What follows belongs to an exercise in optimizing a design on an open flow for small area, a short achievable clock period and few clock cycles; a production flow would make more cautious choices.
Function was checked by simulation only, so behaviour that the tests miss may differ from the original.
Power and IR drop assume default switching activity.

north:
## dma_backend
module dma_backend #(
  parameter int unsigned MaxOut = 4    
) (
  input  logic        clk_i,
  input  logic        rst_ni,
  input  logic        valid_i,
  input  logic [31:0] req_src_i,
  input  logic [31:0] req_dst_i,
  input  logic [31:0] req_num_bytes_i,
  input  logic        req_serialize_i,
  output logic        ready_o,
  output logic [31:0] ar_addr_o,
  output logic [7:0]  ar_len_o,
  output logic        ar_valid_o,
  input  logic        ar_ready_i,
  output logic [31:0] aw_addr_o,
  output logic [7:0]  aw_len_o,
  output logic        aw_valid_o,
  input  logic        aw_ready_i,
  output logic [31:0] w_data_o,
  output logic        w_last_o,
  output logic        w_valid_o,
  input  logic        w_ready_i,
  input  logic [31:0] r_data_i,
  input  logic        r_last_i,
  input  logic        r_valid_i,
  output logic        r_ready_o,
  input  logic        b_valid_i,
  output logic        b_ready_o,
  output logic        backend_idle_o,
  output logic        trans_complete_o
);
Size: ~800 cells after synthesis, about 180 flip-flops, ~260 I/O pins, ~8900 um^2 of cells after synthesis.
clock: 8.5 ns
lec_check: 0
cap_margin: 20
core_margin: 2
core_utilization: 65
place_density: 0.75
slew_margin: 20
standard.sh (not shown) runs the stock make flow with config.mk's settings and CLKGATE_MAP_FILE= SYNTH_SCRIPT=/design/flow/synth_recipe.tcl, a recipe that flattens the netlist after the stock synthesis.
==> flow/flow/run.sh <==
#!/bin/bash
# standard layout; timing repair aims below the clock period, ports buffered with buf_1
bash standard.sh SETUP_SLACK_MARGIN=5.6 "BUFFER_PORTS_ARGS=-buffer_cell sky130_fd_sc_hd__buf_1" finish > standard.log 2>&1
Testbench counts of north, summed over its fixed seeds: cycles 36,136.
Inputs modified between north and south:
--- a/flow/design.v
+++ b/flow/design.v
@@ -51,18 +51,19 @@
   logic [3:0]        cap_l;
   logic [3:0]        cap_lr;
   logic              s_le_d;
   logic              s_le_l;
   logic              d_le_l;
   logic              l_le_s;
   logic              l_le_d;
   logic [3:0]        len_d;
   logic              last_d;
+  logic [4:0]        beats;
   logic              src_c4;
   logic              dst_c4;
   logic              left_b5;
   logic [29:4]       src_tg;     
   logic [29:4]       dst_tg;
   logic [29:5]       left_tg;
   logic [3:0]        src_lo_nx;
   logic [3:0]        dst_lo_nx;
   logic [4:0]        left_lo_nx;
@@ -93,18 +94,19 @@
   assign cap_lr = left_q[3:0] - 4'd1;
   assign cap_l  = ge16 ? 4'hf : cap_lr;
   assign s_le_d = (cap_s <= cap_d);
   assign s_le_l = ge16 | (cap_s <= cap_lr);
   assign d_le_l = ge16 | (cap_d <= cap_lr);
   assign l_le_s = ge16 ? (cap_s == 4'hf) : (cap_lr <= cap_s);
   assign l_le_d = ge16 ? (cap_d == 4'hf) : (cap_lr <= cap_d);
   assign len_d  = (s_le_d & s_le_l) ? cap_s : (~s_le_d & d_le_l) ? cap_d : cap_l;
   assign last_d = ~gt16 & l_le_s & l_le_d;
+  assign beats  = {1'b0, len_q} + 5'd1;
   assign src_c4  = (len_q >= ~src_q[3:0]);
   assign dst_c4  = (len_q >= ~dst_q[3:0]);
   assign left_b5 = ({1'b0, left_q[3:0]} <= {1'b0, len_q}) & ~left_q[4];
   always_comb begin
     for (int i = 4; i < 30; i++) begin
       src_tg[i] = src_c4 & (&(src_q | ~((30'd1 << i) - 30'd16)));
       dst_tg[i] = dst_c4 & (&(dst_q | ~((30'd1 << i) - 30'd16)));
     end
     for (int i = 5; i < 30; i++) begin
### Flow results
Final design utilization: north vs south identical. For non-clock buffering overhead in the final layout, south and north come out practically identical. Reported for north and south, timing-limited maximum frequency turned out identical to the last digit. Count of fill cells added during filler insertion came out exactly the same in north and south. Count of multi-input gates came out exactly the same in north and south. Power consumed by combinational cells essentially unchanged between north and south. Changes observed in south relative to north: sequential cell count closely matched the old numbers, async set-or-reset flop fraction in the synthesized netlist closely matched the old numbers, maximum vdd ir drop closely matched the old numbers, number of tapcells closely matched the old numbers. south against north: total stage count of the critical path did not really move; required time of the critical path about even. Compared north against south; sequential-cell power consumption within noise. Reported for north and south, total power of the final layout turned out identical to the last digit.
Testbench counts of south, summed over its fixed seeds: cycles 36,136.

## static timing again, ports no longer ideal
The results above use ideal ports. As a check the final layouts listed here were re-extracted and re-timed, cells and wires unchanged.
Step 1, drivers: a clkbuf_16 drives clk_i and a buf_2 each remaining input, both assumed.
Step 2 adds t to the input delays and takes it off the output delays; t is the mean of the earliest and latest rising clock arrival at the registers after step 1. Input paths then give back, and output paths get back, about the clock's delay inside the block.
Three values: no drivers, after step 1, after step 2; two values: the first two.
run | t (ns) | slack for setup (ns) | worst setup path at the end | clock arrival spread, ns
north | 0.475 | 5.642 / 5.601 / 5.226 | input to register | 0.010 / 0.010
south | 0.475 | 5.642 / 5.601 / 5.226 | input to register | 0.010 / 0.010
After both steps every run listed still meets setup and hold.
